This is an optimization exercise on Yosys and OpenROAD, whose aim is small area, not a production implementation. At most, simulation tests tie the RTL to the original design; equivalence was not proved. No functional check of the RTL was part of run 1. Power figures rest on the tool's default switching activity, not on a simulated workload.

<file path="flow/run.sh">
#!/bin/bash
# Standard layout, with the smallest port buffers and a clock tree of
# small buffers in clusters of up to 8 flip-flops, without dummy loads.
set -e
export BUFFER_PORTS_ARGS="-buffer_cell sky130_fd_sc_hd__buf_1"
export CTS_ARGS="-sink_clustering_enable -repair_clock_nets -dont_use_dummy_load -buf_list sky130_fd_sc_hd__clkbuf_4 -sink_clustering_size 8 -sink_clustering_max_diameter 100"
bash standard.sh > standard.log 2>&1
</file>
<file path="standard.sh">
#!/bin/bash
# synth_recipe.tcl (not shown) runs the flow's synth.tcl, then flattens the netlist and writes it again
# the make line also repeats each setting of config.mk as NAME=value (left out here)
make -C /OpenROAD-flow-scripts/flow DESIGN_CONFIG=/design/flow/config.mk WORK_HOME=/design/flow/orfs CLKGATE_MAP_FILE= SYNTH_SCRIPT=/design/flow/synth_recipe.tcl "${@:-finish}"
</file>
<file path="config.mk">
export PLATFORM = sky130hd
export DESIGN_NAME = sudoku_game
export DESIGN_NICKNAME = sudoku_game
export VERILOG_FILES = /design/flow/design.v
export SDC_FILE = /design/flow/constraint.sdc
export NUM_CORES = 4
export LEC_CHECK = 0
export CAP_MARGIN = 0
export CORE_MARGIN = 2
export CORE_UTILIZATION = 55
export GPL_TIMING_DRIVEN = 0
export SLEW_MARGIN = 0
export SYNTH_HIERARCHICAL = 1
export SYNTH_MINIMUM_KEEP_SIZE = 0
</file>
<file path="constraint.sdc">
create_clock -name core_clock -period 10.0 [get_ports {CLOCK_50}]
set_input_delay 2.0000 -clock core_clock [delete_from_list [all_inputs] [get_ports {CLOCK_50}]]
set_output_delay 2.0000 -clock core_clock [all_outputs]
set_load 0.01 [all_outputs]
</file>
<file path="design.v">
localparam int GRID_N = 9;
localparam int DIGIT_W = 4;
localparam int POS_W = 4;
localparam logic [POS_W-1:0] CURSOR_HOME = 4'd4;
localparam logic [GRID_N*GRID_N*DIGIT_W-1:0] PUZZLE = {
	36'h900020401,
	36'h005090020,
	36'h040100097,
	36'h500001000,
	36'h000000002,
	36'h400570309,
	36'h053002180,
	36'h000000000,
	36'h002800003
};
localparam logic [GRID_N*GRID_N*DIGIT_W-1:0] SOLUTION = {
	36'h987625431,
	36'h315497628,
	36'h246138597,
	36'h539281746,
	36'h671349852,
	36'h428576319,
	36'h753962184,
	36'h894713265,
	36'h162854973
};
localparam int K_UP = 8;
localparam int K_DOWN = 7;
localparam int K_LEFT = 6;
localparam int K_RIGHT = 5;
localparam int K_ERASE = 4;
function automatic logic [3:0] puzzle_at(input int r, input int c);
	puzzle_at = PUZZLE[(GRID_N*GRID_N-1-(r*GRID_N+c))*DIGIT_W +: DIGIT_W];
endfunction
function automatic logic [3:0] answer_at(input int r, input int c);
	answer_at = SOLUTION[(GRID_N*GRID_N-1-(r*GRID_N+c))*DIGIT_W +: DIGIT_W];
endfunction
`timescale 1ns/1ps
module cursor_control (
	input logic CLOCK_50,
	input logic resetn,
	input logic [8:0] keys_i,
	input logic solved_i,
	output logic wr_o,               
	output logic [3:0] dig_o,
	output logic [8:0] lrow_hit_o,   
	output logic [8:0] lcol_hit_o,
	output logic [6:0] hex_row_o,
	output logic [6:0] hex_col_o
);
	logic [2:0] act;
	key_control key_control_i (
		.CLOCK_50 (CLOCK_50),
		.resetn (resetn),
		.keys_i (keys_i),
		.solved_i (solved_i),
		.act_o (act),
		.wr_o (wr_o),
		.dig_o (dig_o)
	);
	cursor_axis row_axis_i (
		.CLOCK_50 (CLOCK_50),
		.resetn (resetn),
		.move_i (act[2] && !act[1] && !solved_i),
		.up_i (act[0]),
		.late_hit_o (lrow_hit_o),
		.hex_o (hex_row_o)
	);
	cursor_axis col_axis_i (
		.CLOCK_50 (CLOCK_50),
		.resetn (resetn),
		.move_i (act[2] && act[1] && !solved_i),
		.up_i (act[0]),
		.late_hit_o (lcol_hit_o),
		.hex_o (hex_col_o)
	);
endmodule
module key_control (
	input logic CLOCK_50,
	input logic resetn,
	input logic [8:0] keys_i,
	input logic solved_i,
	output logic [2:0] act_o,
	output logic wr_o,
	output logic [3:0] dig_o
);
localparam int GRID_N = 9;
localparam int DIGIT_W = 4;
localparam int POS_W = 4;
localparam logic [POS_W-1:0] CURSOR_HOME = 4'd4;
localparam logic [GRID_N*GRID_N*DIGIT_W-1:0] PUZZLE = {
	36'h900020401,
	36'h005090020,
	36'h040100097,
	36'h500001000,
	36'h000000002,
	36'h400570309,
	36'h053002180,
	36'h000000000,
	36'h002800003
};
localparam logic [GRID_N*GRID_N*DIGIT_W-1:0] SOLUTION = {
	36'h987625431,
	36'h315497628,
	36'h246138597,
	36'h539281746,
	36'h671349852,
	36'h428576319,
	36'h753962184,
	36'h894713265,
	36'h162854973
};
localparam int K_UP = 8;
localparam int K_DOWN = 7;
localparam int K_LEFT = 6;
localparam int K_RIGHT = 5;
localparam int K_ERASE = 4;
function automatic logic [3:0] puzzle_at(input int r, input int c);
	puzzle_at = PUZZLE[(GRID_N*GRID_N-1-(r*GRID_N+c))*DIGIT_W +: DIGIT_W];
endfunction
function automatic logic [3:0] answer_at(input int r, input int c);
	answer_at = SOLUTION[(GRID_N*GRID_N-1-(r*GRID_N+c))*DIGIT_W +: DIGIT_W];
endfunction
	localparam logic [2:0] ACT_NONE = 3'b000;
	localparam logic [2:0] ACT_DIGIT = 3'b001;
	localparam logic [2:0] ACT_ERASE = 3'b010;
	localparam logic [2:0] ACT_WRITE = 3'b011;   
	localparam logic [2:0] ACT_UP = 3'b100;
	localparam logic [2:0] ACT_DOWN = 3'b101;
	localparam logic [2:0] ACT_LEFT = 3'b110;
	localparam logic [2:0] ACT_RIGHT = 3'b111;
	logic knz_q;
	logic press;
	logic [2:0] kind_d;
	logic [2:0] k1_q;
	logic [2:0] act_q;
	logic [3:0] kdig_q;
	assign press = (keys_i != '0) && !knz_q;
	always_comb begin
		if (!press)
			kind_d = ACT_NONE;
		else if (keys_i[3:0] != '0)
			kind_d = ACT_DIGIT;
		else if (keys_i[K_ERASE])
			kind_d = ACT_ERASE;
		else if (keys_i[K_UP])
			kind_d = ACT_UP;
		else if (keys_i[K_DOWN])
			kind_d = ACT_DOWN;
		else if (keys_i[K_LEFT])
			kind_d = ACT_LEFT;
		else
			kind_d = ACT_RIGHT;
	end
	always_ff @(posedge CLOCK_50 or negedge resetn) begin
		if (!resetn) begin
			knz_q <= 1'b0;
			k1_q <= ACT_NONE;
			act_q <= ACT_NONE;
		end else begin
			knz_q <= (keys_i != '0);
			k1_q <= kind_d;
			if (!act_q[2] && (act_q[1] ^ act_q[0]) && !solved_i)
				act_q <= ACT_WRITE;
			else
				act_q <= k1_q;
		end
	end
	always_ff @(posedge CLOCK_50) begin
		kdig_q <= keys_i[3:0];
		if (k1_q != ACT_NONE)
			dig_o <= kdig_q;
	end
	assign act_o = act_q;
	assign wr_o = (act_q == ACT_WRITE);
endmodule
module cursor_axis (
	input logic CLOCK_50,
	input logic resetn,
	input logic move_i,
	input logic up_i,
	output logic [8:0] late_hit_o,
	output logic [6:0] hex_o
);
localparam int GRID_N = 9;
localparam int DIGIT_W = 4;
localparam int POS_W = 4;
localparam logic [POS_W-1:0] CURSOR_HOME = 4'd4;
localparam logic [GRID_N*GRID_N*DIGIT_W-1:0] PUZZLE = {
	36'h900020401,
	36'h005090020,
	36'h040100097,
	36'h500001000,
	36'h000000002,
	36'h400570309,
	36'h053002180,
	36'h000000000,
	36'h002800003
};
localparam logic [GRID_N*GRID_N*DIGIT_W-1:0] SOLUTION = {
	36'h987625431,
	36'h315497628,
	36'h246138597,
	36'h539281746,
	36'h671349852,
	36'h428576319,
	36'h753962184,
	36'h894713265,
	36'h162854973
};
localparam int K_UP = 8;
localparam int K_DOWN = 7;
localparam int K_LEFT = 6;
localparam int K_RIGHT = 5;
localparam int K_ERASE = 4;
function automatic logic [3:0] puzzle_at(input int r, input int c);
	puzzle_at = PUZZLE[(GRID_N*GRID_N-1-(r*GRID_N+c))*DIGIT_W +: DIGIT_W];
endfunction
function automatic logic [3:0] answer_at(input int r, input int c);
	answer_at = SOLUTION[(GRID_N*GRID_N-1-(r*GRID_N+c))*DIGIT_W +: DIGIT_W];
endfunction
	function automatic logic [6:0] seg7(input logic [3:0] v);
		logic b0, b1, b2;
		b0 = v[0];
		b1 = v[1];
		b2 = v[2];
		seg7[0] = (~b2 & ~b1 & b0) | (b2 & ~b1 & ~b0);
		seg7[1] = b2 & (b1 ^ b0);
		seg7[2] = ~b2 & b1 & ~b0;
		seg7[3] = (~b2 & ~b1 & b0) | (b2 & ~b1 & ~b0) | (b2 & b1 & b0);
		seg7[4] = b0 | (b2 & ~b1);
		seg7[5] = (~b2 & (b1 | b0)) | (b2 & b1 & b0);
		seg7[6] = (~v[3] & ~b2 & ~b1 & ~b0) | (~b2 & ~b1 & b0) | (b2 & b1 & b0);
	endfunction
	function automatic logic [3:0] inc9(input logic [3:0] v);
		inc9 = {v[2] & v[1] & v[0], v[2] ^ (v[1] & v[0]), v[1] ^ v[0], ~v[0]};
	endfunction
	function automatic logic [3:0] dec9(input logic [3:0] v);
		dec9 = {1'b0, v[2] ^ (~v[1] & ~v[0]), v[1] ^ ~v[0], ~v[0]};
	endfunction
	logic [3:0] pos_q, late_q;
	always_ff @(posedge CLOCK_50 or negedge resetn) begin
		if (!resetn)
			pos_q <= CURSOR_HOME;
		else if (move_i) begin
			if (up_i) begin
				if (!pos_q[3])
					pos_q <= inc9(pos_q);
			end else begin
				if (pos_q != 4'd0)
					pos_q <= dec9(pos_q);
			end
		end
	end
	always_ff @(posedge CLOCK_50) begin
		late_q <= pos_q;
	end
	assign hex_o = seg7(pos_q);
	always_comb begin
		late_hit_o[0] = (late_q == 4'd0);
		for (int i = 1; i < 8; i++)
			late_hit_o[i] = (late_q[2:0] == 3'(i));
		late_hit_o[8] = late_q[3];
	end
endmodule
`timescale 1ns/1ps
module sudoku_row #(
	parameter int ROW_INDEX = 0
) (
	input logic CLOCK_50,
	input logic wrow_n_i,           
	input logic [8:0] wcol_n_i,     
	input logic [3:0] wdata_i,
	input logic [8:0] col_hit_i,    
	output logic [3:0] pick_o,      
	output logic open_o             
);
localparam int GRID_N = 9;
localparam int DIGIT_W = 4;
localparam int POS_W = 4;
localparam logic [POS_W-1:0] CURSOR_HOME = 4'd4;
localparam logic [GRID_N*GRID_N*DIGIT_W-1:0] PUZZLE = {
	36'h900020401,
	36'h005090020,
	36'h040100097,
	36'h500001000,
	36'h000000002,
	36'h400570309,
	36'h053002180,
	36'h000000000,
	36'h002800003
};
localparam logic [GRID_N*GRID_N*DIGIT_W-1:0] SOLUTION = {
	36'h987625431,
	36'h315497628,
	36'h246138597,
	36'h539281746,
	36'h671349852,
	36'h428576319,
	36'h753962184,
	36'h894713265,
	36'h162854973
};
localparam int K_UP = 8;
localparam int K_DOWN = 7;
localparam int K_LEFT = 6;
localparam int K_RIGHT = 5;
localparam int K_ERASE = 4;
function automatic logic [3:0] puzzle_at(input int r, input int c);
	puzzle_at = PUZZLE[(GRID_N*GRID_N-1-(r*GRID_N+c))*DIGIT_W +: DIGIT_W];
endfunction
function automatic logic [3:0] answer_at(input int r, input int c);
	answer_at = SOLUTION[(GRID_N*GRID_N-1-(r*GRID_N+c))*DIGIT_W +: DIGIT_W];
endfunction
	logic [GRID_N-1:0][3:0] cells;
	logic [GRID_N-1:0] open_col;
	for (genvar c = 0; c < GRID_N; c++) begin : g_c
		if (puzzle_at(ROW_INDEX, c) != 4'd0) begin : g_given
			assign cells[c] = puzzle_at(ROW_INDEX, c);
			assign open_col[c] = 1'b0;
		end else begin : g_open
			logic [3:0] q;
			always_ff @(posedge CLOCK_50) begin
				if (!(wrow_n_i | wcol_n_i[c]))
					q <= wdata_i;
			end
			assign cells[c] = q;
			assign open_col[c] = 1'b1;
		end
	end
	assign open_o = |(open_col & col_hit_i);
	if (ROW_INDEX == 0) begin : g_pick   
		logic g0_0;
		sg_aoi222 u_g0_0 (cells[1][0], col_hit_i[1], cells[2][0], col_hit_i[2], cells[3][0], col_hit_i[3], g0_0);
		logic g0_1;
		sg_nand2 u_g0_1 (cells[5][0], col_hit_i[5], g0_1);
		logic g0_2;
		sg_nand2 u_g0_2 (cells[7][0], col_hit_i[7], g0_2);
		logic g0_3;
		sg_nor2 u_g0_3 (col_hit_i[0], col_hit_i[8], g0_3);
		sg_nand4 u_p0 (g0_0, g0_1, g0_2, g0_3, pick_o[0]);
		logic g1_0;
		sg_aoi222 u_g1_0 (cells[1][1], col_hit_i[1], cells[2][1], col_hit_i[2], col_hit_i[4], col_hit_i[4], g1_0);
		logic g1_1;
		sg_aoi222 u_g1_1 (cells[3][1], col_hit_i[3], cells[5][1], col_hit_i[5], cells[7][1], col_hit_i[7], g1_1);
		sg_nand2 u_p1 (g1_0, g1_1, pick_o[1]);
		logic g2_0;
		sg_aoi222 u_g2_0 (cells[1][2], col_hit_i[1], cells[2][2], col_hit_i[2], col_hit_i[6], col_hit_i[6], g2_0);
		logic g2_1;
		sg_aoi222 u_g2_1 (cells[3][2], col_hit_i[3], cells[5][2], col_hit_i[5], cells[7][2], col_hit_i[7], g2_1);
		sg_nand2 u_p2 (g2_0, g2_1, pick_o[2]);
		logic g3_0;
		sg_aoi222 u_g3_0 (cells[1][3], col_hit_i[1], cells[2][3], col_hit_i[2], col_hit_i[0], col_hit_i[0], g3_0);
		logic g3_1;
		sg_aoi222 u_g3_1 (cells[3][3], col_hit_i[3], cells[5][3], col_hit_i[5], cells[7][3], col_hit_i[7], g3_1);
		sg_nand2 u_p3 (g3_0, g3_1, pick_o[3]);
	end else if (ROW_INDEX == 1) begin : g_pick   
		logic g0_0;
		sg_aoi222 u_g0_0 (cells[0][0], col_hit_i[0], cells[1][0], col_hit_i[1], cells[3][0], col_hit_i[3], g0_0);
		logic g0_1;
		sg_aoi222 u_g0_1 (cells[5][0], col_hit_i[5], cells[6][0], col_hit_i[6], cells[8][0], col_hit_i[8], g0_1);
		logic g0_2;
		sg_nor2 u_g0_2 (col_hit_i[2], col_hit_i[4], g0_2);
		sg_nand3 u_p0 (g0_0, g0_1, g0_2, pick_o[0]);
		logic g1_0;
		sg_aoi222 u_g1_0 (cells[0][1], col_hit_i[0], cells[1][1], col_hit_i[1], col_hit_i[7], col_hit_i[7], g1_0);
		logic g1_1;
		sg_aoi222 u_g1_1 (cells[3][1], col_hit_i[3], cells[5][1], col_hit_i[5], cells[6][1], col_hit_i[6], g1_1);
		logic g1_2;
		sg_nand2 u_g1_2 (cells[8][1], col_hit_i[8], g1_2);
		sg_nand3 u_p1 (g1_0, g1_1, g1_2, pick_o[1]);
		logic g2_0;
		sg_aoi222 u_g2_0 (cells[0][2], col_hit_i[0], cells[1][2], col_hit_i[1], col_hit_i[2], col_hit_i[2], g2_0);
		logic g2_1;
		sg_aoi222 u_g2_1 (cells[3][2], col_hit_i[3], cells[5][2], col_hit_i[5], cells[6][2], col_hit_i[6], g2_1);
		logic g2_2;
		sg_nand2 u_g2_2 (cells[8][2], col_hit_i[8], g2_2);
		sg_nand3 u_p2 (g2_0, g2_1, g2_2, pick_o[2]);
		logic g3_0;
		sg_aoi222 u_g3_0 (cells[0][3], col_hit_i[0], cells[1][3], col_hit_i[1], col_hit_i[4], col_hit_i[4], g3_0);
		logic g3_1;
		sg_aoi222 u_g3_1 (cells[3][3], col_hit_i[3], cells[5][3], col_hit_i[5], cells[6][3], col_hit_i[6], g3_1);
		logic g3_2;
		sg_nand2 u_g3_2 (cells[8][3], col_hit_i[8], g3_2);
		sg_nand3 u_p3 (g3_0, g3_1, g3_2, pick_o[3]);
	end else if (ROW_INDEX == 2) begin : g_pick   
		logic g0_0;
		sg_aoi222 u_g0_0 (cells[0][0], col_hit_i[0], cells[2][0], col_hit_i[2], col_hit_i[3], col_hit_i[3], g0_0);
		logic g0_1;
		sg_aoi222 u_g0_1 (cells[4][0], col_hit_i[4], cells[5][0], col_hit_i[5], cells[6][0], col_hit_i[6], g0_1);
		logic g0_2;
		sg_nor2 u_g0_2 (col_hit_i[7], col_hit_i[8], g0_2);
		sg_nand3 u_p0 (g0_0, g0_1, g0_2, pick_o[0]);
		logic g1_0;
		sg_aoi222 u_g1_0 (cells[0][1], col_hit_i[0], cells[2][1], col_hit_i[2], col_hit_i[8], col_hit_i[8], g1_0);
		logic g1_1;
		sg_aoi222 u_g1_1 (cells[4][1], col_hit_i[4], cells[5][1], col_hit_i[5], cells[6][1], col_hit_i[6], g1_1);
		sg_nand2 u_p1 (g1_0, g1_1, pick_o[1]);
		logic g2_0;
		sg_aoi222 u_g2_0 (cells[0][2], col_hit_i[0], cells[2][2], col_hit_i[2], cells[4][2], col_hit_i[4], g2_0);
		logic g2_1;
		sg_nand2 u_g2_1 (cells[5][2], col_hit_i[5], g2_1);
		logic g2_2;
		sg_nand2 u_g2_2 (cells[6][2], col_hit_i[6], g2_2);
		logic g2_3;
		sg_nor2 u_g2_3 (col_hit_i[1], col_hit_i[8], g2_3);
		sg_nand4 u_p2 (g2_0, g2_1, g2_2, g2_3, pick_o[2]);
		logic g3_0;
		sg_aoi222 u_g3_0 (cells[0][3], col_hit_i[0], cells[2][3], col_hit_i[2], col_hit_i[7], col_hit_i[7], g3_0);
		logic g3_1;
		sg_aoi222 u_g3_1 (cells[4][3], col_hit_i[4], cells[5][3], col_hit_i[5], cells[6][3], col_hit_i[6], g3_1);
		sg_nand2 u_p3 (g3_0, g3_1, pick_o[3]);
	end else if (ROW_INDEX == 3) begin : g_pick   
		logic g0_0;
		sg_aoi222 u_g0_0 (cells[1][0], col_hit_i[1], cells[2][0], col_hit_i[2], cells[3][0], col_hit_i[3], g0_0);
		logic g0_1;
		sg_aoi222 u_g0_1 (cells[4][0], col_hit_i[4], cells[6][0], col_hit_i[6], cells[7][0], col_hit_i[7], g0_1);
		logic g0_2;
		sg_nand2 u_g0_2 (cells[8][0], col_hit_i[8], g0_2);
		logic g0_3;
		sg_nor2 u_g0_3 (col_hit_i[0], col_hit_i[5], g0_3);
		sg_nand4 u_p0 (g0_0, g0_1, g0_2, g0_3, pick_o[0]);
		logic g1_0;
		sg_aoi222 u_g1_0 (cells[1][1], col_hit_i[1], cells[2][1], col_hit_i[2], cells[3][1], col_hit_i[3], g1_0);
		logic g1_1;
		sg_aoi222 u_g1_1 (cells[4][1], col_hit_i[4], cells[6][1], col_hit_i[6], cells[7][1], col_hit_i[7], g1_1);
		logic g1_2;
		sg_nand2 u_g1_2 (cells[8][1], col_hit_i[8], g1_2);
		sg_nand3 u_p1 (g1_0, g1_1, g1_2, pick_o[1]);
		logic g2_0;
		sg_aoi222 u_g2_0 (cells[1][2], col_hit_i[1], cells[2][2], col_hit_i[2], col_hit_i[0], col_hit_i[0], g2_0);
		logic g2_1;
		sg_aoi222 u_g2_1 (cells[3][2], col_hit_i[3], cells[4][2], col_hit_i[4], cells[6][2], col_hit_i[6], g2_1);
		logic g2_2;
		sg_nand2 u_g2_2 (cells[7][2], col_hit_i[7], g2_2);
		logic g2_3;
		sg_nand2 u_g2_3 (cells[8][2], col_hit_i[8], g2_3);
		sg_nand4 u_p2 (g2_0, g2_1, g2_2, g2_3, pick_o[2]);
		logic g3_0;
		sg_aoi222 u_g3_0 (cells[1][3], col_hit_i[1], cells[2][3], col_hit_i[2], cells[3][3], col_hit_i[3], g3_0);
		logic g3_1;
		sg_aoi222 u_g3_1 (cells[4][3], col_hit_i[4], cells[6][3], col_hit_i[6], cells[7][3], col_hit_i[7], g3_1);
		logic g3_2;
		sg_nand2 u_g3_2 (cells[8][3], col_hit_i[8], g3_2);
		sg_nand3 u_p3 (g3_0, g3_1, g3_2, pick_o[3]);
	end else if (ROW_INDEX == 4) begin : g_pick   
		logic g0_0;
		sg_aoi222 u_g0_0 (cells[0][0], col_hit_i[0], cells[1][0], col_hit_i[1], cells[2][0], col_hit_i[2], g0_0);
		logic g0_1;
		sg_aoi222 u_g0_1 (cells[3][0], col_hit_i[3], cells[4][0], col_hit_i[4], cells[5][0], col_hit_i[5], g0_1);
		logic g0_2;
		sg_nand2 u_g0_2 (cells[6][0], col_hit_i[6], g0_2);
		logic g0_3;
		sg_nand2 u_g0_3 (cells[7][0], col_hit_i[7], g0_3);
		sg_nand4 u_p0 (g0_0, g0_1, g0_2, g0_3, pick_o[0]);
		logic g1_0;
		sg_aoi222 u_g1_0 (cells[0][1], col_hit_i[0], cells[1][1], col_hit_i[1], col_hit_i[8], col_hit_i[8], g1_0);
		logic g1_1;
		sg_aoi222 u_g1_1 (cells[2][1], col_hit_i[2], cells[3][1], col_hit_i[3], cells[4][1], col_hit_i[4], g1_1);
		logic g1_2;
		sg_aoi222 u_g1_2 (cells[5][1], col_hit_i[5], cells[6][1], col_hit_i[6], cells[7][1], col_hit_i[7], g1_2);
		sg_nand3 u_p1 (g1_0, g1_1, g1_2, pick_o[1]);
		logic g2_0;
		sg_aoi222 u_g2_0 (cells[0][2], col_hit_i[0], cells[1][2], col_hit_i[1], cells[2][2], col_hit_i[2], g2_0);
		logic g2_1;
		sg_aoi222 u_g2_1 (cells[3][2], col_hit_i[3], cells[4][2], col_hit_i[4], cells[5][2], col_hit_i[5], g2_1);
		logic g2_2;
		sg_nand2 u_g2_2 (cells[6][2], col_hit_i[6], g2_2);
		logic g2_3;
		sg_nand2 u_g2_3 (cells[7][2], col_hit_i[7], g2_3);
		sg_nand4 u_p2 (g2_0, g2_1, g2_2, g2_3, pick_o[2]);
		logic g3_0;
		sg_aoi222 u_g3_0 (cells[0][3], col_hit_i[0], cells[1][3], col_hit_i[1], cells[2][3], col_hit_i[2], g3_0);
		logic g3_1;
		sg_aoi222 u_g3_1 (cells[3][3], col_hit_i[3], cells[4][3], col_hit_i[4], cells[5][3], col_hit_i[5], g3_1);
		logic g3_2;
		sg_nand2 u_g3_2 (cells[6][3], col_hit_i[6], g3_2);
		logic g3_3;
		sg_nand2 u_g3_3 (cells[7][3], col_hit_i[7], g3_3);
		sg_nand4 u_p3 (g3_0, g3_1, g3_2, g3_3, pick_o[3]);
	end else if (ROW_INDEX == 5) begin : g_pick   
		logic g0_0;
		sg_aoi222 u_g0_0 (cells[1][0], col_hit_i[1], cells[2][0], col_hit_i[2], cells[5][0], col_hit_i[5], g0_0);
		logic g0_1;
		sg_nand2 u_g0_1 (cells[7][0], col_hit_i[7], g0_1);
		logic g0_2;
		sg_nor2 u_g0_2 (col_hit_i[3], col_hit_i[4], g0_2);
		logic g0_3;
		sg_nor2 u_g0_3 (col_hit_i[6], col_hit_i[8], g0_3);
		sg_nand4 u_p0 (g0_0, g0_1, g0_2, g0_3, pick_o[0]);
		logic g1_0;
		sg_aoi222 u_g1_0 (cells[1][1], col_hit_i[1], cells[2][1], col_hit_i[2], cells[5][1], col_hit_i[5], g1_0);
		logic g1_1;
		sg_nand2 u_g1_1 (cells[7][1], col_hit_i[7], g1_1);
		logic g1_2;
		sg_nor2 u_g1_2 (col_hit_i[4], col_hit_i[6], g1_2);
		sg_nand3 u_p1 (g1_0, g1_1, g1_2, pick_o[1]);
		logic g2_0;
		sg_aoi222 u_g2_0 (cells[1][2], col_hit_i[1], cells[2][2], col_hit_i[2], col_hit_i[0], col_hit_i[0], g2_0);
		logic g2_1;
		sg_nand2 u_g2_1 (cells[5][2], col_hit_i[5], g2_1);
		logic g2_2;
		sg_nand2 u_g2_2 (cells[7][2], col_hit_i[7], g2_2);
		logic g2_3;
		sg_nor2 u_g2_3 (col_hit_i[3], col_hit_i[4], g2_3);
		sg_nand4 u_p2 (g2_0, g2_1, g2_2, g2_3, pick_o[2]);
		logic g3_0;
		sg_aoi222 u_g3_0 (cells[1][3], col_hit_i[1], cells[2][3], col_hit_i[2], col_hit_i[8], col_hit_i[8], g3_0);
		logic g3_1;
		sg_nand2 u_g3_1 (cells[5][3], col_hit_i[5], g3_1);
		logic g3_2;
		sg_nand2 u_g3_2 (cells[7][3], col_hit_i[7], g3_2);
		sg_nand3 u_p3 (g3_0, g3_1, g3_2, pick_o[3]);
	end else if (ROW_INDEX == 6) begin : g_pick   
		logic g0_0;
		sg_aoi222 u_g0_0 (cells[0][0], col_hit_i[0], cells[3][0], col_hit_i[3], col_hit_i[1], col_hit_i[1], g0_0);
		logic g0_1;
		sg_nand2 u_g0_1 (cells[4][0], col_hit_i[4], g0_1);
		logic g0_2;
		sg_nand2 u_g0_2 (cells[8][0], col_hit_i[8], g0_2);
		logic g0_3;
		sg_nor2 u_g0_3 (col_hit_i[2], col_hit_i[6], g0_3);
		sg_nand4 u_p0 (g0_0, g0_1, g0_2, g0_3, pick_o[0]);
		logic g1_0;
		sg_aoi222 u_g1_0 (cells[0][1], col_hit_i[0], cells[3][1], col_hit_i[3], cells[4][1], col_hit_i[4], g1_0);
		logic g1_1;
		sg_nand2 u_g1_1 (cells[8][1], col_hit_i[8], g1_1);
		logic g1_2;
		sg_nor2 u_g1_2 (col_hit_i[2], col_hit_i[5], g1_2);
		sg_nand3 u_p1 (g1_0, g1_1, g1_2, pick_o[1]);
		logic g2_0;
		sg_aoi222 u_g2_0 (cells[0][2], col_hit_i[0], cells[3][2], col_hit_i[3], col_hit_i[1], col_hit_i[1], g2_0);
		logic g2_1;
		sg_nand2 u_g2_1 (cells[4][2], col_hit_i[4], g2_1);
		logic g2_2;
		sg_nand2 u_g2_2 (cells[8][2], col_hit_i[8], g2_2);
		sg_nand3 u_p2 (g2_0, g2_1, g2_2, pick_o[2]);
		logic g3_0;
		sg_aoi222 u_g3_0 (cells[0][3], col_hit_i[0], cells[3][3], col_hit_i[3], col_hit_i[7], col_hit_i[7], g3_0);
		logic g3_1;
		sg_nand2 u_g3_1 (cells[4][3], col_hit_i[4], g3_1);
		logic g3_2;
		sg_nand2 u_g3_2 (cells[8][3], col_hit_i[8], g3_2);
		sg_nand3 u_p3 (g3_0, g3_1, g3_2, pick_o[3]);
	end else if (ROW_INDEX == 7) begin : g_pick   
		logic g0_0;
		sg_aoi222 u_g0_0 (cells[0][0], col_hit_i[0], cells[1][0], col_hit_i[1], cells[2][0], col_hit_i[2], g0_0);
		logic g0_1;
		sg_aoi222 u_g0_1 (cells[3][0], col_hit_i[3], cells[4][0], col_hit_i[4], cells[5][0], col_hit_i[5], g0_1);
		logic g0_2;
		sg_aoi222 u_g0_2 (cells[6][0], col_hit_i[6], cells[7][0], col_hit_i[7], cells[8][0], col_hit_i[8], g0_2);
		sg_nand3 u_p0 (g0_0, g0_1, g0_2, pick_o[0]);
		logic g1_0;
		sg_aoi222 u_g1_0 (cells[0][1], col_hit_i[0], cells[1][1], col_hit_i[1], cells[2][1], col_hit_i[2], g1_0);
		logic g1_1;
		sg_aoi222 u_g1_1 (cells[3][1], col_hit_i[3], cells[4][1], col_hit_i[4], cells[5][1], col_hit_i[5], g1_1);
		logic g1_2;
		sg_aoi222 u_g1_2 (cells[6][1], col_hit_i[6], cells[7][1], col_hit_i[7], cells[8][1], col_hit_i[8], g1_2);
		sg_nand3 u_p1 (g1_0, g1_1, g1_2, pick_o[1]);
		logic g2_0;
		sg_aoi222 u_g2_0 (cells[0][2], col_hit_i[0], cells[1][2], col_hit_i[1], cells[2][2], col_hit_i[2], g2_0);
		logic g2_1;
		sg_aoi222 u_g2_1 (cells[3][2], col_hit_i[3], cells[4][2], col_hit_i[4], cells[5][2], col_hit_i[5], g2_1);
		logic g2_2;
		sg_aoi222 u_g2_2 (cells[6][2], col_hit_i[6], cells[7][2], col_hit_i[7], cells[8][2], col_hit_i[8], g2_2);
		sg_nand3 u_p2 (g2_0, g2_1, g2_2, pick_o[2]);
		logic g3_0;
		sg_aoi222 u_g3_0 (cells[0][3], col_hit_i[0], cells[1][3], col_hit_i[1], cells[2][3], col_hit_i[2], g3_0);
		logic g3_1;
		sg_aoi222 u_g3_1 (cells[3][3], col_hit_i[3], cells[4][3], col_hit_i[4], cells[5][3], col_hit_i[5], g3_1);
		logic g3_2;
		sg_aoi222 u_g3_2 (cells[6][3], col_hit_i[6], cells[7][3], col_hit_i[7], cells[8][3], col_hit_i[8], g3_2);
		sg_nand3 u_p3 (g3_0, g3_1, g3_2, pick_o[3]);
	end else if (ROW_INDEX == 8) begin : g_pick   
		logic g0_0;
		sg_aoi222 u_g0_0 (cells[0][0], col_hit_i[0], cells[1][0], col_hit_i[1], col_hit_i[8], col_hit_i[8], g0_0);
		logic g0_1;
		sg_aoi222 u_g0_1 (cells[4][0], col_hit_i[4], cells[5][0], col_hit_i[5], cells[6][0], col_hit_i[6], g0_1);
		logic g0_2;
		sg_nand2 u_g0_2 (cells[7][0], col_hit_i[7], g0_2);
		sg_nand3 u_p0 (g0_0, g0_1, g0_2, pick_o[0]);
		logic g1_0;
		sg_aoi222 u_g1_0 (cells[0][1], col_hit_i[0], cells[1][1], col_hit_i[1], cells[4][1], col_hit_i[4], g1_0);
		logic g1_1;
		sg_aoi222 u_g1_1 (cells[5][1], col_hit_i[5], cells[6][1], col_hit_i[6], cells[7][1], col_hit_i[7], g1_1);
		logic g1_2;
		sg_nor2 u_g1_2 (col_hit_i[2], col_hit_i[8], g1_2);
		sg_nand3 u_p1 (g1_0, g1_1, g1_2, pick_o[1]);
		logic g2_0;
		sg_aoi222 u_g2_0 (cells[0][2], col_hit_i[0], cells[1][2], col_hit_i[1], cells[4][2], col_hit_i[4], g2_0);
		logic g2_1;
		sg_aoi222 u_g2_1 (cells[5][2], col_hit_i[5], cells[6][2], col_hit_i[6], cells[7][2], col_hit_i[7], g2_1);
		sg_nand2 u_p2 (g2_0, g2_1, pick_o[2]);
		logic g3_0;
		sg_aoi222 u_g3_0 (cells[0][3], col_hit_i[0], cells[1][3], col_hit_i[1], col_hit_i[3], col_hit_i[3], g3_0);
		logic g3_1;
		sg_aoi222 u_g3_1 (cells[4][3], col_hit_i[4], cells[5][3], col_hit_i[5], cells[6][3], col_hit_i[6], g3_1);
		logic g3_2;
		sg_nand2 u_g3_2 (cells[7][3], col_hit_i[7], g3_2);
		sg_nand3 u_p3 (g3_0, g3_1, g3_2, pick_o[3]);
	end
endmodule
module sg_aoi222 (
	input logic a1,
	input logic a2,
	input logic b1,
	input logic b2,
	input logic c1,
	input logic c2,
	output logic y
);
	assign y = ~((a1 & a2) | (b1 & b2) | (c1 & c2));
endmodule
module sg_nand2 (
	input logic a,
	input logic b,
	output logic y
);
	assign y = ~(a & b);
endmodule
module sg_nand3 (
	input logic a,
	input logic b,
	input logic c,
	output logic y
);
	assign y = ~(a & b & c);
endmodule
module sg_nand4 (
	input logic a,
	input logic b,
	input logic c,
	input logic d,
	output logic y
);
	assign y = ~(a & b & c & d);
endmodule
module sg_nor2 (
	input logic a,
	input logic b,
	output logic y
);
	assign y = ~(a | b);
endmodule
module sg_inv (
	input logic a,
	output logic y
);
	assign y = ~a;
endmodule
`timescale 1ns/1ps
module board_status (
	input logic CLOCK_50,
	input logic resetn,
	input logic fresh_i,
	input logic [8:0][3:0] row_pick_i,
	input logic [8:0] row_open_i,
	input logic [8:0] row_hit_i,
	input logic [8:0] col_hit_i,
	input logic wr_i,
	input logic [3:0] dig_i,
	output logic [3:0] sel_raw_o,
	output logic solved_o,
	output logic [3:0] cell_digit_o,
	output logic cell_wrong_o
);
localparam int GRID_N = 9;
localparam int DIGIT_W = 4;
localparam int POS_W = 4;
localparam logic [POS_W-1:0] CURSOR_HOME = 4'd4;
localparam logic [GRID_N*GRID_N*DIGIT_W-1:0] PUZZLE = {
	36'h900020401,
	36'h005090020,
	36'h040100097,
	36'h500001000,
	36'h000000002,
	36'h400570309,
	36'h053002180,
	36'h000000000,
	36'h002800003
};
localparam logic [GRID_N*GRID_N*DIGIT_W-1:0] SOLUTION = {
	36'h987625431,
	36'h315497628,
	36'h246138597,
	36'h539281746,
	36'h671349852,
	36'h428576319,
	36'h753962184,
	36'h894713265,
	36'h162854973
};
localparam int K_UP = 8;
localparam int K_DOWN = 7;
localparam int K_LEFT = 6;
localparam int K_RIGHT = 5;
localparam int K_ERASE = 4;
function automatic logic [3:0] puzzle_at(input int r, input int c);
	puzzle_at = PUZZLE[(GRID_N*GRID_N-1-(r*GRID_N+c))*DIGIT_W +: DIGIT_W];
endfunction
function automatic logic [3:0] answer_at(input int r, input int c);
	answer_at = SOLUTION[(GRID_N*GRID_N-1-(r*GRID_N+c))*DIGIT_W +: DIGIT_W];
endfunction
	logic [3:0] sel, ans;
	logic open_cell;
	answer_rom answer_rom_i (
		.row_hit_i (row_hit_i),
		.col_hit_i (col_hit_i),
		.ans_o (ans)
	);
	for (genvar b = 0; b < 5; b++) begin : g_sel
		logic [8:0] v;
		logic [2:0] g;
		logic y;
		for (genvar r = 0; r < GRID_N; r++) begin : g_v
			if (b < 4) begin : g_digit
				assign v[r] = row_pick_i[r][b];
			end else begin : g_open
				assign v[r] = row_open_i[r];
			end
		end
		for (genvar i = 0; i < 3; i++) begin : g_aoi
			sg_aoi222 u_aoi (v[3*i], row_hit_i[3*i], v[3*i+1], row_hit_i[3*i+1],
				v[3*i+2], row_hit_i[3*i+2], g[i]);
		end
		sg_nand3 u_nand (g[0], g[1], g[2], y);
		if (b < 4) begin : g_digit_out
			assign sel_raw_o[b] = y;
		end else begin : g_open_out
			assign open_cell = y;
		end
	end
	assign sel = fresh_i ? 4'd0 : sel_raw_o;
	logic fix, unfix, none_wrong;
	assign fix = wr_i && (dig_i != 4'd0) && (sel_raw_o == 4'd0) && (dig_i == ans);
	assign unfix = wr_i && (dig_i == 4'd0) && open_cell && (sel_raw_o == ans);
	wrong_count wrong_count_i (
		.CLOCK_50 (CLOCK_50),
		.resetn (resetn),
		.fix_i (fix),
		.unfix_i (unfix),
		.none_o (none_wrong)
	);
	always_ff @(posedge CLOCK_50 or negedge resetn) begin
		if (!resetn) begin
			cell_digit_o <= '0;
			cell_wrong_o <= 1'b0;
			solved_o <= 1'b0;
		end else begin
			cell_digit_o <= sel;
			cell_wrong_o <= open_cell && (sel != 4'd0) && (sel != ans);
			if (none_wrong)
				solved_o <= 1'b1;
		end
	end
endmodule
module answer_rom (
	input logic [8:0] row_hit_i,
	input logic [8:0] col_hit_i,
	output logic [3:0] ans_o
);
localparam int GRID_N = 9;
localparam int DIGIT_W = 4;
localparam int POS_W = 4;
localparam logic [POS_W-1:0] CURSOR_HOME = 4'd4;
localparam logic [GRID_N*GRID_N*DIGIT_W-1:0] PUZZLE = {
	36'h900020401,
	36'h005090020,
	36'h040100097,
	36'h500001000,
	36'h000000002,
	36'h400570309,
	36'h053002180,
	36'h000000000,
	36'h002800003
};
localparam logic [GRID_N*GRID_N*DIGIT_W-1:0] SOLUTION = {
	36'h987625431,
	36'h315497628,
	36'h246138597,
	36'h539281746,
	36'h671349852,
	36'h428576319,
	36'h753962184,
	36'h894713265,
	36'h162854973
};
localparam int K_UP = 8;
localparam int K_DOWN = 7;
localparam int K_LEFT = 6;
localparam int K_RIGHT = 5;
localparam int K_ERASE = 4;
function automatic logic [3:0] puzzle_at(input int r, input int c);
	puzzle_at = PUZZLE[(GRID_N*GRID_N-1-(r*GRID_N+c))*DIGIT_W +: DIGIT_W];
endfunction
function automatic logic [3:0] answer_at(input int r, input int c);
	answer_at = SOLUTION[(GRID_N*GRID_N-1-(r*GRID_N+c))*DIGIT_W +: DIGIT_W];
endfunction
	logic [GRID_N*4-1:0] ans_pick;
	logic any_hit;
	function automatic logic open_bit_is(input int r, input int c, input int b, input logic v);
		logic [3:0] a;
		a = answer_at(r, c);
		open_bit_is = (puzzle_at(r, c) == 4'd0) && (a[b] == v);
	endfunction
	function automatic logic use_ones(input int r, input int b);
		int n1, n0;
		n1 = 0;
		n0 = 0;
		for (int c = 0; c < GRID_N; c++) begin
			if (open_bit_is(r, c, b, 1'b1))
				n1 = n1 + 1;
			if (open_bit_is(r, c, b, 1'b0))
				n0 = n0 + 1;
		end
		use_ones = (n1 <= n0);
	endfunction
	always_comb begin
		ans_o = '0;
		for (int r = 0; r < GRID_N; r++) begin
			for (int b = 0; b < 4; b++) begin
				any_hit = 1'b0;
				for (int c = 0; c < GRID_N; c++)
					if (open_bit_is(r, c, b, use_ones(r, b)))
						any_hit = any_hit | col_hit_i[c];
				ans_pick[r*4+b] = use_ones(r, b) ? any_hit : !any_hit;
			end
			ans_o = ans_o | (ans_pick[r*4 +: 4] & {4{row_hit_i[r]}});
		end
	end
endmodule
module wrong_count (
	input logic CLOCK_50,
	input logic resetn,
	input logic fix_i,
	input logic unfix_i,
	output logic none_o
);
	localparam logic [5:0] WRONG_START = 6'b001100;
	localparam logic [5:0] WRONG_NONE = 6'b100000;
	logic [5:0] wrong_n;
	always_ff @(posedge CLOCK_50 or negedge resetn) begin
		if (!resetn) begin
			wrong_n <= WRONG_START;
		end else if (fix_i) begin
			wrong_n <= {wrong_n[4:0], wrong_n[5] ^ wrong_n[4]};
		end else if (unfix_i) begin
			wrong_n <= {wrong_n[0] ^ wrong_n[5], wrong_n[5:1]};
		end
	end
	assign none_o = (wrong_n == WRONG_NONE);
endmodule
`timescale 1ns/1ps
module sudoku_game (
	input logic CLOCK_50,
	input logic resetn,
	input logic [8:0] keys_i,
	output logic [6:0] hex_row_o,
	output logic [6:0] hex_col_o,
	output logic [3:0] cell_digit_o,
	output logic cell_wrong_o,
	output logic solved_o
);
	logic wr;
	logic [3:0] dig;
	logic [8:0] lrow_hit, lcol_hit;
	logic [8:0][3:0] row_pick;
	logic [8:0] row_open;
	logic [3:0] sel_raw;
	cursor_control cursor_control_i (
		.CLOCK_50 (CLOCK_50),
		.resetn (resetn),
		.keys_i (keys_i),
		.solved_i (solved_o),
		.wr_o (wr),
		.dig_o (dig),
		.lrow_hit_o (lrow_hit),
		.lcol_hit_o (lcol_hit),
		.hex_row_o (hex_row_o),
		.hex_col_o (hex_col_o)
	);
	logic fresh_q;
	always_ff @(posedge CLOCK_50 or negedge resetn) begin
		if (!resetn)
			fresh_q <= 1'b1;
		else
			fresh_q <= 1'b0;
	end
	logic wr_en;
	logic [8:0] wrow_n, wcol_n;
	logic [3:0] wdata;
	assign wr_en = wr && (dig == 4'd0 || sel_raw == 4'd0);
	assign wrow_n = ~({9{fresh_q}} | ({9{wr_en}} & lrow_hit));
	assign wcol_n = ~({9{fresh_q}} | lcol_hit);
	assign wdata = fresh_q ? 4'd0 : dig;
	for (genvar r = 0; r < 9; r++) begin : g_row
		sudoku_row #(
			.ROW_INDEX (r)
		) row_i (
			.CLOCK_50 (CLOCK_50),
			.wrow_n_i (wrow_n[r]),
			.wcol_n_i (wcol_n),
			.wdata_i (wdata),
			.col_hit_i (lcol_hit),
			.pick_o (row_pick[r]),
			.open_o (row_open[r])
		);
	end
	board_status board_status_i (
		.CLOCK_50 (CLOCK_50),
		.resetn (resetn),
		.fresh_i (fresh_q),
		.row_pick_i (row_pick),
		.row_open_i (row_open),
		.wr_i (wr),
		.dig_i (dig),
		.row_hit_i (lrow_hit),
		.col_hit_i (lcol_hit),
		.sel_raw_o (sel_raw),
		.solved_o (solved_o),
		.cell_digit_o (cell_digit_o),
		.cell_wrong_o (cell_wrong_o)
	);
endmodule
</file>
==> results.yml, run 1 <==
logic_synthesis:
  yosys_warnings: 21
  netlist_instances: 761
  synth_area_leaders: "edfxtp_1, a222oi_1, dfrtp_1, nor2_1, dfxtp_1"
  synth_nets: 780
  synth-edff-count: 220
  synth_fa_ha_area_frac: 0.00933
  syn_avg_cell_area_um2: 14.1
  seq_area_frac_synth: 0.704
  synth_top_family_by_area: "simple AND/OR/NAND/NOR gates"
  synth_ff_type: "edfxtp_1"
  yosysTopAreaCellShare: 0.616
  yosysTopAreaCell: "edfxtp_1"
  ys_types: 60
  synth-simple-area-share: 0.137
  synth_area_um2: 10700
  synth.mux.area_fraction: 0.00560
  async_reset_ff_frac: 0.108
  synthXorXnorAreaFrac: 0.00898
  synth-seq-cells: 260
  synth_compound_area_frac: 0.117
setup_path:
  crit_fanout: 34
  worst_path_max_delay_cell: "nor2_1"
  crit_path_end_kind: "flip-flop"
  critPathMostFrequentCell: "a222oi_1"
  critPathLaunch: "cursor_control_i.col_axis_i.late_q[1]"
  required_ns: 10.25
  cpPeakStageDelay_ns: 0.51
  worst_r2r_startpoint: "cursor_control_i.col_axis_i.late_q[1]"
  critPathKind: "flip-flop to flip-flop"
  crit_path_start_kind: "flip-flop"
  crit_path_cell_trace: "and3b_2 -> buf_12 -> a222oi_1 -> nand4_1 -> a222oi_1 -> nand3_1 -> buf_4 -> nor4_1 -> o21a_1 -> buf_6 -> a21oi_1 -> nor2_1"
  r2r-end: "g_row[1].row_i.g_c[3].g_open.q[3]"
  reg2reg_slack_ns: 5.54
  cp_data_arrival_time_ns: 4.71
  r2r_cells: 12
grt:
  gr-usage-met1: 0.372
  grt_max_degree: 50
  grt_busiest_layer: "met2"
  grt_first_pass_wirelength_mm: 40.1
  grtUsageMet2: 0.409
  antenna_found_initial: 1
  grt-ovfl-total: 0
  use_met3: 0.0447
  grt_pass1_vias: 7090
  grt_usage: 0.260
placement:
  dp_hpwl_mm: 16.9
  portBuffers: 30
  gp_congestion: 0.874
  dp.cells: 1075
sta:
  slew_headroom: 0.0853
  skew_ns: 0.0591
  fin_setup_tns_ns: 0
  setup_viol: 0
  min_period_ns: 4.46
  hold_viol_final: 0
  worst_pin_slew_ns: 1.37
  finalMaxSlewViolations: 0
  fmax_mhz: 224
  rsz0062_at_grt: "false"
  fin_crit_sh: 0.446
routing:
  num_vias: 7211
  wirelength_mm: 26.1
  drt_iter0_drc: 1070
  firstDrtPassIters: 10
  avgViaCountPerCell: 6.47
  antenna_left: 0
  drc: 0
  wl_per_cell_um: 23.4
power_and_ir_drop:
  irDropWorstVdd_mv: 0.103
  cellPowerDensity_nw_per_um2: 157
  p_leak_nw: 4.10
cells_and_area:
  final_cells: 1114
  syn_to_final_growth_pct: 9.89
  drive_gt1_frac: 0.121
  nets: 869
clock_tree:
  tritoncts: "yes"
  clk_pin_slew_ns: 0.08
  clk_path_buf_depth: 3
  cts_hold_buffers: 0
  cts_made_buffers: 38
  clkSinkCount: 260
  clock_latency_ns: 0.65
  post-cts-setup-buffers: 0
  htreeDepth: 2
  ctsResizeCount: 0
  cts-root-buf: "clkbuf_4"
floorplan:
  rows: 51
  io_pins: 31
  core_area_um2: 19300
  die_h_um: 144
  start_util: 0.555
  die_x_um: 144
  dieArea_um2: 20600
hold_path:
  worstHoldPathType: "flip-flop to flip-flop"
  holdPathStages: 0
  hold_path.startpoint: "cursor_control_i.col_axis_i.pos_q[0]"
  worstHoldEndpoint: "cursor_control_i.col_axis_i.late_q[0]"
job:
  drv_cap: 0
outcome:
  outcome: "no timing/DRC/antenna violations"
-- report_power, final --
part	switching (mW)	internal [mW]
Combinational	0.0739	0.0327
Clock	0.324	0.175
Sequential	0.0219	1.22
Total	0.420	1.43
-- layout by cell type, fill, tap and decap left out, types with 5 or more instances in the layout --
| cell | Yosys | routed |
|---|---|---|
| clkbuf_4 | 0 | 38 |
| o21ai_0 | 24 | 24 |
| mux2i_1 | 6 | 6 |
| clkbuf_1 | 10 | 10 |
| buf_6 | 2 | 11 |
| dfxtp_1 | 12 | 12 |
| a222oi_1 | 84 | 84 |
| buf_4 | 6 | 10 |
| dfrtp_1 | 23 | 23 |
| xnor2_1 | 7 | 7 |
| buf_1 | 0 | 29 |
| nor4_1 | 11 | 9 |
| a21oi_1 | 20 | 20 |
| edfxtp_1 | 220 | 220 |
| nand2_1 | 62 | 62 |
| inv_1 | 14 | 14 |
| nand4_1 | 15 | 15 |
| ha_1 | 8 | 8 |
| nand3_1 | 32 | 32 |
| dfstp_2 | 5 | 5 |
| nand2b_1 | 12 | 12 |
| buf_12 | 0 | 5 |
| nor3_1 | 9 | 9 |
| nor2b_1 | 11 | 7 |
| buf_2 | 4 | 5 |
| nor2_1 | 89 | 88 |
-- Yosys cell counts, types with 3 or more instances --
cell and instances:
or4_1 3, dfxtp_1 12, and3_1 5, and3b_1 6, a21oi_1 20, a222oi_1 84
nand4_1 15, nand2_1 62, edfxtp_1 220, nor4_1 11, inv_1 14, nor2b_1 11
or3_1 4, nor3b_1 7, nor3_1 9, nand2b_1 12, nand3_1 32, xnor2_1 7
dfstp_2 5, o21ai_0 24, dfrtp_1 23, buf_2 4, xor2_1 4, and2_1 3
ha_1 8, nor2_1 89, clkbuf_1 10, o41ai_1 3, buf_4 6, mux2i_1 6
-- final cells by class --
cell class / count / area (um^2)
multi-input combinational: 464 / 3060
tap: 265 / 332
antenna: 1 / 2.50
clock buffer: 38 / 285
timing repair buffer: 49 / 373
buffer: 23 / 140
sequential: 260 / 7550
fill: 1569 / 7540
inverter: 14 / 52.6
-- sequential cells by signal (all words and copies together) (netlist names), 3 cells and up --
register and count:
cursor_control_i.col_axis_i.late_q 4, board_status_i.wrong_count_i.wrong_n 6, cursor_control_i.key_control_i.kdig_q 4, cursor_control_i.row_axis_i.pos_q 4, cursor_control_i.col_axis_i.pos_q 4, cursor_control_i.row_axis_i.late_q 4, cursor_control_i.key_control_i.k1_q 3, board_status_i.cell_digit_o 4
cursor_control_i.key_control_i.act_q 3, cursor_control_i.key_control_i.dig_o 4, g_row.row_i.g_c.g_open.q 216
-- Yosys stat by module (local to each module, per instance), excerpt --
module | cells | flip-flops and latches | copies in the design
sg_aoi222 | 1 | 0 | 82
key_control | 34 | 15 | 1
sg_nand4 | 1 | 0 | 10
sudoku_game | 30 | 1 | 1
wrong_count | 30 | 6 | 1
sg_nand3 | 1 | 0 | 25
sg_nor2 | 1 | 0 | 12
-- critical path: cells and delay by family, from the launching register on --
kind                   cells  cell delay (ns)
buffers and inverters      3             0.63
and+or+nand+nor            5             1.75
DFF                        1             0.48
AOI/OAI and AO/OA          4             1.22
-- layer usage --
metal | vias to the layer above | wire length, um
met4 | 0 | 621
li1 | 3269 | -
met2 | 346 | 12300
met5 | - | 0
met1 | 3542 | 11000
met3 | 54 | 2210
-- per-stage QoR --
step                hold slack, ns  instance area, um^2  utilization  power, mW  setup slack [ns]
global placement             0.382                11200        0.578       1.37              1.48
floorplan                    0.372                10700            -       1.33              4.70
detailed placement           0.388                11500        0.595       1.38              5.58
finish                       0.408                11800        0.610       1.85              5.54
global route                 0.420                11800        0.610       1.93              5.22
CTS                          0.409                11800        0.610       1.87              5.58
-- cell families (layout without fill, tap and decap cells) --
group	Yosys count	count (layout)
AOI/OAI and AO/OA	150	150
muxes	6	6
DFF	260	260
xor gates and xnor gates	11	11
and+or+nand+nor	288	288
buffers and inverters	37	124
other	1	2
adders and majority gates	8	8
-- how the worst max path moves through the flow --
stage / endpoint / slack, ns / cells after the start
after floorplan: board_status_i.wrong_count_i.wrong_n[5] / 4.70 / 10
after global placement: g_row[1].row_i.g_c[3].g_open.q[2] / 1.48 / 11
after detailed placement: g_row[4].row_i.g_c[2].g_open.q[2] / 5.58 / 12
after CTS: g_row[4].row_i.g_c[2].g_open.q[1] / 5.58 / 12
after global routing: g_row[1].row_i.g_c[3].g_open.q[3] / 5.22 / 11
final: g_row[1].row_i.g_c[3].g_open.q[3] / 5.54 / 12
==> run 2: changes to the inputs <==
--- a/design.v
+++ b/design.v
@@ -275,3 +275,3 @@
 	output logic [3:0] pick_o,      
-	output logic open_o             
+	output logic given_o            
 );
@@ -315,3 +315,3 @@
 	logic [GRID_N-1:0][3:0] cells;
-	logic [GRID_N-1:0] open_col;
+	logic [GRID_N-1:0] given_col;
 	for (genvar c = 0; c < GRID_N; c++) begin : g_c
@@ -319,3 +319,3 @@
 			assign cells[c] = puzzle_at(ROW_INDEX, c);
-			assign open_col[c] = 1'b0;
+			assign given_col[c] = 1'b1;
 		end else begin : g_open
@@ -327,6 +327,6 @@
 			assign cells[c] = q;
-			assign open_col[c] = 1'b1;
+			assign given_col[c] = 1'b0;
 		end
 	end
-	assign open_o = |(open_col & col_hit_i);
+	assign given_o = |(given_col & col_hit_i);
 	if (ROW_INDEX == 0) begin : g_pick   
@@ -637,2 +637,10 @@
 endmodule
+module sg_and3 (
+	input logic a,
+	input logic b,
+	input logic c,
+	output logic y
+);
+	assign y = a & b & c;
+endmodule
 module sg_nor2 (
@@ -656,3 +664,3 @@
 	input logic [8:0][3:0] row_pick_i,
-	input logic [8:0] row_open_i,
+	input logic [8:0] row_given_i,
 	input logic [8:0] row_hit_i,
@@ -718,3 +726,3 @@
 			end else begin : g_open
-				assign v[r] = row_open_i[r];
+				assign v[r] = row_given_i[r];
 			end
@@ -725,6 +733,7 @@
 		end
-		sg_nand3 u_nand (g[0], g[1], g[2], y);
 		if (b < 4) begin : g_digit_out
+			sg_nand3 u_nand (g[0], g[1], g[2], y);
 			assign sel_raw_o[b] = y;
 		end else begin : g_open_out
+			sg_and3 u_and (g[0], g[1], g[2], y);
 			assign open_cell = y;
@@ -867,3 +876,3 @@
 	logic [8:0][3:0] row_pick;
-	logic [8:0] row_open;
+	logic [8:0] row_given;
 	logic [3:0] sel_raw;
@@ -905,3 +914,3 @@
 			.pick_o (row_pick[r]),
-			.open_o (row_open[r])
+			.given_o (row_given[r])
 		);
@@ -913,3 +922,3 @@
 		.row_pick_i (row_pick),
-		.row_open_i (row_open),
+		.row_given_i (row_given),
 		.wr_i (wr),
==> results.yml, run 2 <==
sta:
  setup_slack_ns: 5.66
  timing.hold.ws_ns: 0.394
  finalMaxSlewViolations: 0
  fin_crit_sh: 0.434
  skew_ns: 0.0583
  min_period_ns: 4.34
  hold_viol_final: 0
  fin_setup_tns_ns: 0
  slew_headroom: 0.0776
  rsz0062_at_grt: "false"
  worst_pin_slew_ns: 1.38
  fmax_mhz: 230
  setup_viol: 0
cells_and_area:
  nets: 857
  multiInputGateArea_um2: 3010
  layout_common_cells: "edfxtp_1, nor2_1, a222oi_1"
  layout_commonest_cell: "edfxtp_1"
  largest-register: "g_row.row_i.g_c.g_open.q"
  final_cells: 1102
  largest_reg_flops: 216
  fillCellCount: 1541
  seqCellArea_um2: 7550
  drive_gt1_frac: 0.126
  largestRegisters: "g_row.row_i.g_c.g_open.q (216), board_status_i.wrong_count_i.wrong_n (6)"
  syn_to_final_growth_pct: 9.85
clock_tree:
  clock_latency_ns: 0.65
  clk_pin_slew_ns: 0.10
  clk_path_buf_depth: 3
  cts_made_buffers: 38
  htreeDepth: 2
  cts-root-buf: "clkbuf_4"
  post-cts-setup-buffers: 0
  ctsResizeCount: 0
  cts_hold_buffers: 0
  tritoncts: "yes"
  clkSinkCount: 260
logic_synthesis:
  yosysTopAreaCellShare: 0.617
  synth_compound_area_frac: 0.117
  synth_nets: 770
  synth_area_um2: 10700
  seq_area_frac_synth: 0.706
  netlist_instances: 751
  yosys_warnings: 21
  synth_top_family_by_area: "simple AND/OR/NAND/NOR gates"
  synth_area_leaders: "edfxtp_1, a222oi_1, dfrtp_1, nor2_1, dfxtp_1"
  synth.mux.area_fraction: 0.00561
  yosysTopAreaCell: "edfxtp_1"
  synth_ff_type: "edfxtp_1"
  async_reset_ff_frac: 0.108
  syn_avg_cell_area_um2: 14.3
  ys_types: 60
  yosysMostFrequentCell: "edfxtp_1"
  synth-edff-count: 220
  synthTopCellsByCount: "edfxtp_1, nor2_1, a222oi_1"
  synth_fa_ha_area_frac: 0.00935
  synth-seq-cells: 260
  synth-simple-area-share: 0.132
  synthXorXnorAreaFrac: 0.00900
power_and_ir_drop:
  p_leak_nw: 4.10
  cellPowerDensity_nw_per_um2: 161
  irDropWorstVdd_mv: 0.0965
floorplan:
  start_util: 0.556
  die_h_um: 144
  dieArea_um2: 20600
  io_pins: 31
  core_area_um2: 19300
  die_x_um: 144
  rows: 51
placement:
  gp_congestion: 0.873
  dp.cells: 1063
  portBuffers: 30
  post-place-ws_ns: 5.40
  dp_hpwl_mm: 16.9
grt:
  grt_usage: 0.259
  grt_pass1_vias: 6898
  grt-ovfl-total: 0
  grt_max_degree: 44
  grt_first_pass_wirelength_mm: 39.9
  antenna_found_initial: 1
routing:
  drt_iter0_drc: 897
  num_vias: 7143
  avgViaCountPerCell: 6.48
  drc: 0
  wirelength_mm: 26.5
  firstDrtPassIters: 7
  wl_per_cell_um: 24.1
  antenna_left: 0
setup_path:
  cp_data_arrival_time_ns: 4.60
  critPathKind: "flip-flop to flip-flop"
  worst_path_max_delay_cell: "and3b_2"
  cpPeakStageDelay_ns: 0.56
  crit_path_start_kind: "flip-flop"
  crit_path_end_kind: "flip-flop"
  required_ns: 10.26
  crit_path_cell_trace: "and3b_2 -> a222oi_1 -> nand3_1 -> a222oi_1 -> nand3_1 -> buf_4 -> nor4_1 -> o21a_1 -> buf_6 -> a21oi_1 -> nor2_1"
  crit_fanout: 41
hold_path:
  worstHoldPathType: "flip-flop to flip-flop"
outcome:
  outcome: "no timing/DRC/antenna violations"
job:
  drv_cap: 0
==> run 2: area by class of cell <==
cell class	instances	share of cell area
repair buffers	47	0.0303
clock buffers	38	0.0243
multi-input cells	452	0.256
inverters	14	0.00447
well taps	265	0.0282
flip-flops and latches	260	0.642
diodes	1	0.000213
plain buffers	25	0.0143
==> run 2: per-layer routing <==
| metal | share of wire | wire [um] | GRT usage |
|---|---|---|---|
| met1 | 0.43 | 11300 | 0.364 |
| met2 | 0.48 | 12700 | 0.416 |
| met3 | 0.076 | 2010 | 0.0526 |
| met4 | 0.020 | 536 | 0.0686 |
| met5 | 0 | 0 | 0 |
==> run 2: per-module statistics from Yosys, one instance, submodules excluded, excerpt <==
module | cell area (um^2) | cells | flip-flops and latches | copies in the design
key_control | 503 | 34 | 15 | 1
cursor_axis | 499 | 58 | 8 | 2
board_status | 358 | 33 | 6 | 1
wrong_count | 317 | 30 | 6 | 1
cursor_control | 21.3 | 2 | 0 | 1
sg_aoi222 | 10.0 | 1 | 0 | 82
sg_and3 | 6.26 | 1 | 0 | 1
sg_nand4 | 6.26 | 1 | 0 | 10
sg_nand3 | 5.00 | 1 | 0 | 24
sg_nand2 | 3.75 | 1 | 0 | 39
==> run 2: cells by family (layout without fill, tap and decap cells) <==
group           after synthesis  after routing
simple gates                275            275
flops                       260            260
fa+ha+maj                     8              8
compound gates              150            150
other cells                   2              3
buf+inv                      39            124
mux                           6              6
xor+xnor                     11             11
==> run 2: critical path: cells and delay by family (launching register included) <==
family          cells  cell delay, ns
compound gates      4            1.32
buf+inv             2            0.38
flops               1            0.47
simple gates        5            1.78
==> run 2: final timing paths <==
path | start | endpoint | slack, ns | depth (start not counted)
max | cursor_control_i.col_axis_i.late_q[1] | g_row[3].row_i.g_c[6].g_open.q[3] | 5.66 | 11
min | cursor_control_i.key_control_i.kdig_q[3] | cursor_control_i.key_control_i.dig_o[3] | 0.39 | 0
max reg2reg | cursor_control_i.col_axis_i.late_q[1] | g_row[3].row_i.g_c[6].g_open.q[3] | 5.66 | 11
min reg2reg | cursor_control_i.key_control_i.kdig_q[3] | cursor_control_i.key_control_i.dig_o[3] | 0.39 | 0
max in group asynchronous | resetn | cursor_control_i.key_control_i.act_q[0] | 8.14 | 1
min in group asynchronous | resetn | cursor_control_i.key_control_i.k1_q[0] | 1.38 | 1
==> run 2: power breakdown <==
part	total, mW	internal (mW)	switching (mW)
Combinational	0.120	0.0410	0.0788
Sequential	1.27	1.23	0.0322
Clock	0.504	0.175	0.328
==> run 2: metrics by stage <==
step	util	total power, mW	area (um^2)
floorplan	-	1.36	10700
global placement	0.579	1.40	11100
detailed placement	0.595	1.41	11500
CTS	0.610	1.91	11700
global route	0.610	1.97	11800
finish	0.610	1.89	11800
==> run 3: changes to the inputs <==
--- a/config.mk
+++ b/config.mk
@@ -10,3 +10,3 @@
 export CORE_UTILIZATION = 55
-export GPL_TIMING_DRIVEN = 0
+export GPL_TIMING_DRIVEN = 1
 export SLEW_MARGIN = 0
==> results.yml, run 3 <==
power_and_ir_drop:
  total_power_mw: 1.89
  cellPowerDensity_nw_per_um2: 165
  p_leak_nw: 3.97
  irDropWorstVdd_mv: 0.113
setup_path:
  cp_data_arrival_time_ns: 4.99
  critPathKind: "flip-flop to flip-flop"
  worst_r2r_startpoint: "cursor_control_i.col_axis_i.late_q[3]"
  r2r-end: "board_status_i.wrong_count_i.wrong_n[5]"
  crit_fanout: 45
  reg2reg_slack_ns: 5.51
  crit_path_cell_trace: "buf_4 -> nor4_2 -> buf_4 -> a222oi_1 -> nand4_1 -> a222oi_1 -> nand3_1 -> nor4_2 -> nand3_1 -> a211oi_2 -> nor2b_1 -> a221o_1"
  crit_path_start_kind: "flip-flop"
  worst_path_max_delay_cell: "a211oi_2"
  r2r_cells: 12
  required_ns: 10.50
  crit_path_end_kind: "flip-flop"
  cpPeakStageDelay_ns: 0.67
sta:
  fmax_mhz: 223
  skew_ns: 0.0421
  timing.hold.ws_ns: 0.404
  fin_crit_sh: 0.449
  setup_slack_ns: 5.51
  slew_headroom: 0.142
  worst_pin_slew_ns: 1.28
  rsz0062_at_grt: "false"
  fin_setup_tns_ns: 0
  hold_viol_final: 0
  min_period_ns: 4.49
  finalMaxSlewViolations: 0
  setup_viol: 0
clock_tree:
  clk_pin_slew_ns: 0.09
  post-cts-setup-buffers: 0
  clk_path_buf_depth: 3
  tritoncts: "yes"
  cts_made_buffers: 38
  clkSinkCount: 260
  ctsResizeCount: 0
  htreeDepth: 2
  clock_latency_ns: 0.65
  cts_hold_buffers: 0
  cts-root-buf: "clkbuf_4"
routing:
  avgViaCountPerCell: 6.61
  drt_iter0_drc: 1180
  wl_per_cell_um: 25.0
  antenna_left: 0
  firstDrtPassIters: 10
  num_vias: 7128
  wirelength_mm: 26.9
  drc: 0
hold_path:
  hold_path.startpoint: "cursor_control_i.key_control_i.kdig_q[0]"
  worstHoldEndpoint: "cursor_control_i.key_control_i.dig_o[0]"
  worstHoldPathType: "flip-flop to flip-flop"
  holdPathStages: 0
logic_synthesis:
  synthTopCellsByCount: "edfxtp_1, nor2_1, a222oi_1"
  synth_compound_area_frac: 0.117
  seq_area_frac_synth: 0.706
  synthXorXnorAreaFrac: 0.00900
  synth-simple-area-share: 0.132
  ys_types: 60
  netlist_instances: 751
  syn_avg_cell_area_um2: 14.3
  synth_ff_type: "edfxtp_1"
  synth.mux.area_fraction: 0.00561
  yosys_warnings: 21
  synth_top_family_by_area: "simple AND/OR/NAND/NOR gates"
  async_reset_ff_frac: 0.108
  synth-seq-cells: 260
  synth_area_um2: 10700
  synth_nets: 770
  synth_fa_ha_area_frac: 0.00935
  yosysTopAreaCell: "edfxtp_1"
  synth_area_leaders: "edfxtp_1, a222oi_1, dfrtp_1, nor2_1, dfxtp_1"
  yosysMostFrequentCell: "edfxtp_1"
  yosysTopAreaCellShare: 0.617
  synth-edff-count: 220
cells_and_area:
  largest-register: "g_row.row_i.g_c.g_open.q"
  layout_commonest_cell: "edfxtp_1"
  nets: 833
  largest_reg_flops: 216
  stdcell_area_um2: 11500
  final_cells: 1078
  largestRegisters: "g_row.row_i.g_c.g_open.q (216), board_status_i.wrong_count_i.wrong_n (6)"
  layout_common_cells: "edfxtp_1, nor2_1, a222oi_1"
  drive_gt1_frac: 0.103
  syn_to_final_growth_pct: 7.04
  fin_util: 0.595
floorplan:
  die_x_um: 144
  core_area_um2: 19300
  start_util: 0.556
  die_h_um: 144
  io_pins: 31
  dieArea_um2: 20600
  rows: 51
placement:
  portBuffers: 30
  post-place-ws_ns: 5.59
  place_area_um2: 11200
  dp_hpwl_mm: 16.0
  gp_congestion: 0.938
  dp.cells: 1039
grt:
  grt-ovfl-total: 0
  grt_usage: 0.266
  grt_first_pass_wirelength_mm: 40.4
  antenna_found_initial: 1
  grt_pass1_vias: 6809
  grt_max_degree: 55
job:
  drv_cap: 0
outcome:
  outcome: "no timing/DRC/antenna violations"
[run 3: final cells by class]
| cell class | instances | area, um^2 |
|---|---|---|
| timing repair buffer | 48 | 248 |
| fill | 1555 | 7810 |
| tap | 265 | 332 |
| clock buffer | 38 | 285 |
| multi-input combinational | 452 | 2990 |
| inverter | 14 | 52.6 |
| antenna | 1 | 2.50 |
| sequential | 260 | 7550 |
[run 3: logic make-up after synthesis]
group                      count (synthesis)
AOI/OAI and AO/OA                        150
xor gates and xnor gates                  11
adders and majority gates                  8
buffers and inverters                     39
DFF                                      260
muxes                                      6
other                                      2
and+or+nand+nor                          275
[run 3: per-layer routing]
metal | wire (um) | GRT usage
met5 | 0 | 0
met4 | 969 | 0.107
met1 | 11200 | 0.387
met3 | 2380 | 0.0533
met2 | 12400 | 0.396
[run 3: worst max-delay path by stage]
stage                                               start                                      end  slack [ns]  depth (start not counted)
floorplan           cursor_control_i.col_axis_i.late_q[1]  board_status_i.wrong_count_i.wrong_n[5]        4.94                         10
global placement    cursor_control_i.col_axis_i.late_q[3]  board_status_i.wrong_count_i.wrong_n[5]        5.68                         12
detailed placement  cursor_control_i.col_axis_i.late_q[3]        g_row[7].row_i.g_c[1].g_open.q[0]        5.59                         11
CTS                 cursor_control_i.col_axis_i.late_q[3]        g_row[7].row_i.g_c[7].g_open.q[0]        5.58                         11
global route        cursor_control_i.col_axis_i.late_q[3]  board_status_i.wrong_count_i.wrong_n[5]        5.23                         12
finish              cursor_control_i.col_axis_i.late_q[3]  board_status_i.wrong_count_i.wrong_n[5]        5.51                         12
[run 3: worst max-delay path, delay by kind of cell, from the launching register on]
family                 cells  cell delay, ns
DFF                        1            0.31
buffers and inverters      2            0.71
AOI/OAI and AO/OA          4            1.98
and+or+nand+nor            6            1.36
[run 3: report_power, final]
group	leakage [nW]	switching [mW]	internal (mW)
Sequential	2.55	0.0347	1.23
Clock	0.175	0.328	0.175
Combinational	1.25	0.0767	0.0353
Total	3.97	0.440	1.45
[run 3: per-module statistics from Yosys, one instance, submodules excluded, excerpt]
module / cells inside / flops+latches
sg_aoi222: 1 / 0
answer_rom: 52 / 0
wrong_count: 30 / 6
sg_nand3: 1 / 0
sg_nor2: 1 / 0
key_control: 34 / 15
cursor_control: 2 / 0
sudoku_game: 30 / 1
sg_nand4: 1 / 0
cursor_axis: 58 / 8
board_status: 33 / 6
sg_nand2: 1 / 0
sg_and3: 1 / 0

-- static timing again, ports no longer ideal --
In the flow no input, the clock included, has a driving cell. The finished layouts below were timed again as built, in two steps. Step 1 sets driving cells, clkbuf_16 on the clock port and buf_2 on the other inputs (assumed; they add their load-dependent delay and slew). Step 2, shift: input delay + t, output delay - t, t = (earliest + latest rising clock arrival at the registers) / 2. This alone moves slack from input paths to output paths. Three values: ideal ports, drivers, drivers and shift; two values: the first two.
| run | t (ns) | setup WS [ns] | worst register clock-pin slew, ns | pins driven straight from the clock port |
|---|---|---|---|---|
| run 1 | 0.664 | 5.543 / 5.543 / 5.543 | 0.09 / 0.09 | 1 |
| run 2 | 0.656 | 5.660 / 5.660 / 5.660 | 0.10 / 0.10 | 1 |
| run 3 | 0.667 | 5.512 / 5.512 / 5.512 | 0.11 / 0.11 | 1 |
After both steps every run listed still meets setup and hold.
